What follows belongs to an exercise in optimizing a design on an open flow for small area, a short achievable clock period and few clock cycles per item; a production flow would make more cautious choices.

before:
// npu_requant
module npu_requant #(
  localparam int M_LEN  = 32,
  localparam int S_LEN  = 32,
  localparam int SH_LEN = 5
) (
  input  logic              clk_i,
  input  logic              rstn_i,
  input  logic              clear_i,
  input  logic [M_LEN-1:0]  acc_i,
  input  logic [S_LEN-1:0]  mult_i,
  input  logic [SH_LEN-1:0] shift_i,
  input  logic              valid_i,
  output logic              ready_o,
  output logic [M_LEN-1:0]  data_o,
  output logic              valid_o,
  input  logic              ready_i
);
Size: ~3000 cells after synthesis, roughly 220 flip-flops, roughly 110 I/O pins, ~0.032 mm² of cells after synthesis.
make LEC_CHECK=0 CAP_MARGIN=20 CORE_MARGIN=2 CORE_UTILIZATION=40 SETUP_SLACK_MARGIN=5 SLEW_MARGIN=20 SYNTH_HIERARCHICAL=1 SYNTH_MINIMUM_KEEP_SIZE=0 finish   # period 10.0 ns
run.sh (not shown) runs the stock make flow with config.mk's settings and CLKGATE_MAP_FILE= SYNTH_SCRIPT=/design/flow/synth_recipe.tcl, a recipe that flattens the netlist after the stock synthesis.
#### Input delta (after over before)
--- a/flow/design.v
+++ b/flow/design.v
@@ -7,65 +7,62 @@
   input  logic              rstn_i,
   input  logic              clear_i,
   input  logic [M_LEN-1:0]  acc_i,
   input  logic [S_LEN-1:0]  mult_i,
   input  logic [SH_LEN-1:0] shift_i,
   input  logic              valid_i,
   output logic              ready_o,
   output logic [M_LEN-1:0]  data_o,
   output logic              valid_o,
   input  logic              ready_i
 );
-  localparam int L = 10;   
+  localparam int L = 16;   
   logic en;
   assign en      = ready_i;
   assign ready_o = ready_i;
-  logic [31:0]   accn1_q, mult1_q;   
+  logic [31:0]   acc1_q, mult1_q;
   logic [4:0]    sh1_q, sh2_q;
   logic [63:L]   a2_q, b2_q;
   logic          cl2_q;
   logic [31:0]   data3_q;
   logic          v1_q, v2_q, v3_q;
   logic [31:0] pp [16];
   logic [15:0] ppn;
-  logic [15:0] bneg, onen, twon;
-  logic [32:0] sel [16];
+  logic [15:0] bneg, one, two;
   logic [31:1] oh;
   logic        negp, g;
   logic [63:0] ta, tb;
   always_comb begin
     for (int i = 0; i < 16; i++) begin
       logic y0, y1, y2;
       y0  = (i == 0) ? 1'b0 : mult1_q[2*i-1];
       y1  = mult1_q[2*i];
       y2  = mult1_q[2*i+1];
-      onen[i] = ~(y1 ^ y0);
-      twon[i] = ~((y2 & ~y1 & ~y0) | (~y2 & y1 & y0));
+      one[i]  = y1 ^ y0;
+      two[i]  = (y2 & ~y1 & ~y0) | (~y2 & y1 & y0);
       bneg[i] = y2;
     end
     for (int s = 1; s < 32; s++) begin
       oh[s] = (sh1_q == 5'(s));
     end
   end
-  assign negp = ~accn1_q[31] ^ mult1_q[31];
+  assign negp = acc1_q[31] ^ mult1_q[31];
   assign g    = negp & (sh1_q != 5'd0);
   for (genvar i = 0; i < 16; i++) begin : g_row
-    assign sel[i][0] = ~(onen[i] | accn1_q[0]);
-    for (genvar j = 1; j < 33; j++) begin : g_bit
-      rq_bsel u_sel (.x1n(accn1_q[(j < 32) ? j : 31]), .x2n(accn1_q[j-1]), .onen(onen[i]),
-                     .twon(twon[i]), .s(sel[i][j]));
+    assign pp[i][0] = bneg[i] ^ (one[i] & acc1_q[0]);
+    for (genvar j = 1; j < 32; j++) begin : g_bit
+      rq_bsel u_sel (.x1(acc1_q[j]), .x2(acc1_q[j-1]), .one(one[i]), .two(two[i]),
+                     .neg(bneg[i]), .p(pp[i][j]));
     end
-    for (genvar j = 0; j < 32; j++) begin : g_neg
-      rq_xor u_neg (.a(sel[i][j]), .b(bneg[i]), .y(pp[i][j]));
-    end
-    rq_xnor u_negn (.a(sel[i][32]), .b(bneg[i]), .y(ppn[i]));
+    rq_bseln u_seln (.x1(acc1_q[31]), .x2(acc1_q[31]), .one(one[i]), .two(two[i]),
+                     .neg(bneg[i]), .pn(ppn[i]));
   end
   logic t1, t2, t3, t4, t5, t6, t7, t8, t9, t10, t11, t12, t13, t14, t15, t16;
   logic t17, t18, t19, t20, t21, t22, t23, t24, t25, t26, t27, t28, t29, t30, t31, t32;
   logic t33, t34, t35, t36, t37, t38, t39, t40, t41, t42, t43, t44, t45, t46, t47, t48;
   logic t49, t50, t51, t52, t53, t54, t55, t56, t57, t58, t59, t60, t61, t62, t63, t64;
   logic t65, t66, t67, t68, t69, t70, t71, t72, t73, t74, t75, t76, t77, t78, t79, t80;
   logic t81, t82, t83, t84, t85, t86, t87, t88, t89, t90, t91, t92, t93, t94, t95, t96;
   logic t97, t98, t99, t100, t101, t102, t103, t104, t105, t106, t107, t108, t109, t110, t111, t112;
   logic t113, t114, t115, t116, t117, t118, t119, t120, t121, t122, t123, t124, t125, t126, t127, t128;
   logic t129, t130, t131, t132, t133, t134, t135, t136, t137, t138, t139, t140, t141, t142, t143, t144;
   logic t145, t146, t147, t148, t149, t150, t151, t152, t153, t154, t155, t156, t157, t158, t159, t160;
@@ -731,23 +728,23 @@
   logic [63:L] u;
   logic [32:0] h, shr;
   logic        sat;
   assign u    = a2_q + b2_q + {{(63-L){1'b0}}, cl2_q};
   assign h    = u[63:31];
   assign shr  = $signed(h) >>> sh2_q;
   assign sat  = (sh2_q == 5'd0) & ~h[32] & h[31];
   assign data_o  = data3_q;
   assign valid_o = v3_q;
   always_ff @(posedge clk_i) begin
     if (en) begin
-      accn1_q <= ~acc_i;
+      acc1_q  <= acc_i;
       mult1_q <= mult_i;
       sh1_q   <= shift_i;
       a2_q    <= ta[63:L];
       b2_q    <= tb[63:L];
       cl2_q   <= cl;
       sh2_q   <= sh1_q;
       data3_q <= {shr[31] & ~sat, shr[30:0] | {31{sat}}};
     end
   end
   always_ff @(posedge clk_i or negedge rstn_i) begin
     if (!rstn_i) begin
@@ -765,21 +762,19 @@
     end
   end
 endmodule
 module rq_fa (input logic a, input logic b, input logic c, output logic s, output logic co);
   assign s  = a ^ b ^ c;
   assign co = (a & b) | (a & c) | (b & c);
 endmodule
 module rq_ha (input logic a, input logic b, output logic s, output logic co);
   assign s  = a ^ b;
   assign co = a & b;
 endmodule
-module rq_bsel (input logic x1n, input logic x2n, input logic onen, input logic twon,
-                output logic s);
-  assign s = ~((onen | x1n) & (twon | x2n));
-endmodule
-module rq_xor (input logic a, input logic b, output logic y);
-  assign y = a ^ b;
+module rq_bsel (input logic x1, input logic x2, input logic one, input logic two, input logic neg,
+                output logic p);
+  assign p = neg ^ ((one & x1) | (two & x2));
 endmodule
-module rq_xnor (input logic a, input logic b, output logic y);
-  assign y = ~(a ^ b);
+module rq_bseln (input logic x1, input logic x2, input logic one, input logic two, input logic neg,
+                 output logic pn);
+  assign pn = ~(neg ^ ((one & x1) | (two & x2)));
 endmodule
--- outcome ---
Worst setup slack in after is 0.078 ns lower than in before. after: count of clock-buffer cells in the layout lower than before. Vertical extent of the die in after is 3.7% above before. On after: fraction of the yosys area taken by sequential cells is 2.5 points lower than what before gave. Changes observed in after relative to before: combined area of the multi-input logic cells rose by 14%, worst hold slack shows no meaningful change. Looking at slowest stage cell on the critical path, the sky130_fd_sc_hd__xnor2_1 result is from after; the sky130_fd_sc_hd__fa_2 one comes from before.
No functional check of the RTL was part of any run of this note.

-- what the ideal ports hide --
No port has a modelled driver above. Below, the same layouts with a new extraction and two added sets of constraints. Step 1 (the two cells are an assumption about what drives the block):
set clk [get_ports {clk_i}]
set_driving_cell -lib_cell sky130_fd_sc_hd__clkbuf_16 $clk
set_driving_cell -lib_cell sky130_fd_sc_hd__buf_2 [delete_from_list [all_inputs] $clk]
Step 2 also shifts input and output timing later by t, the mid clock arrival at the registers, as if the neighbouring blocks saw the same clock. a / b / c = ideal / step 1 / step 2; a / b = the first two.
| run | t (ns) | slack for setup (ns) | clock arrival spread, ns | slew at the worst register clock pin (ns) |
|---|---|---|---|---|
| before | 0.668 | 5.050 / 5.050 / 5.050 | 0.042 / 0.042 | 0.08 / 0.08 |
| after | 0.661 | 4.972 / 4.972 / 4.972 | 0.034 / 0.035 | 0.07 / 0.07 |
After both steps setup and hold are still met in every run listed.
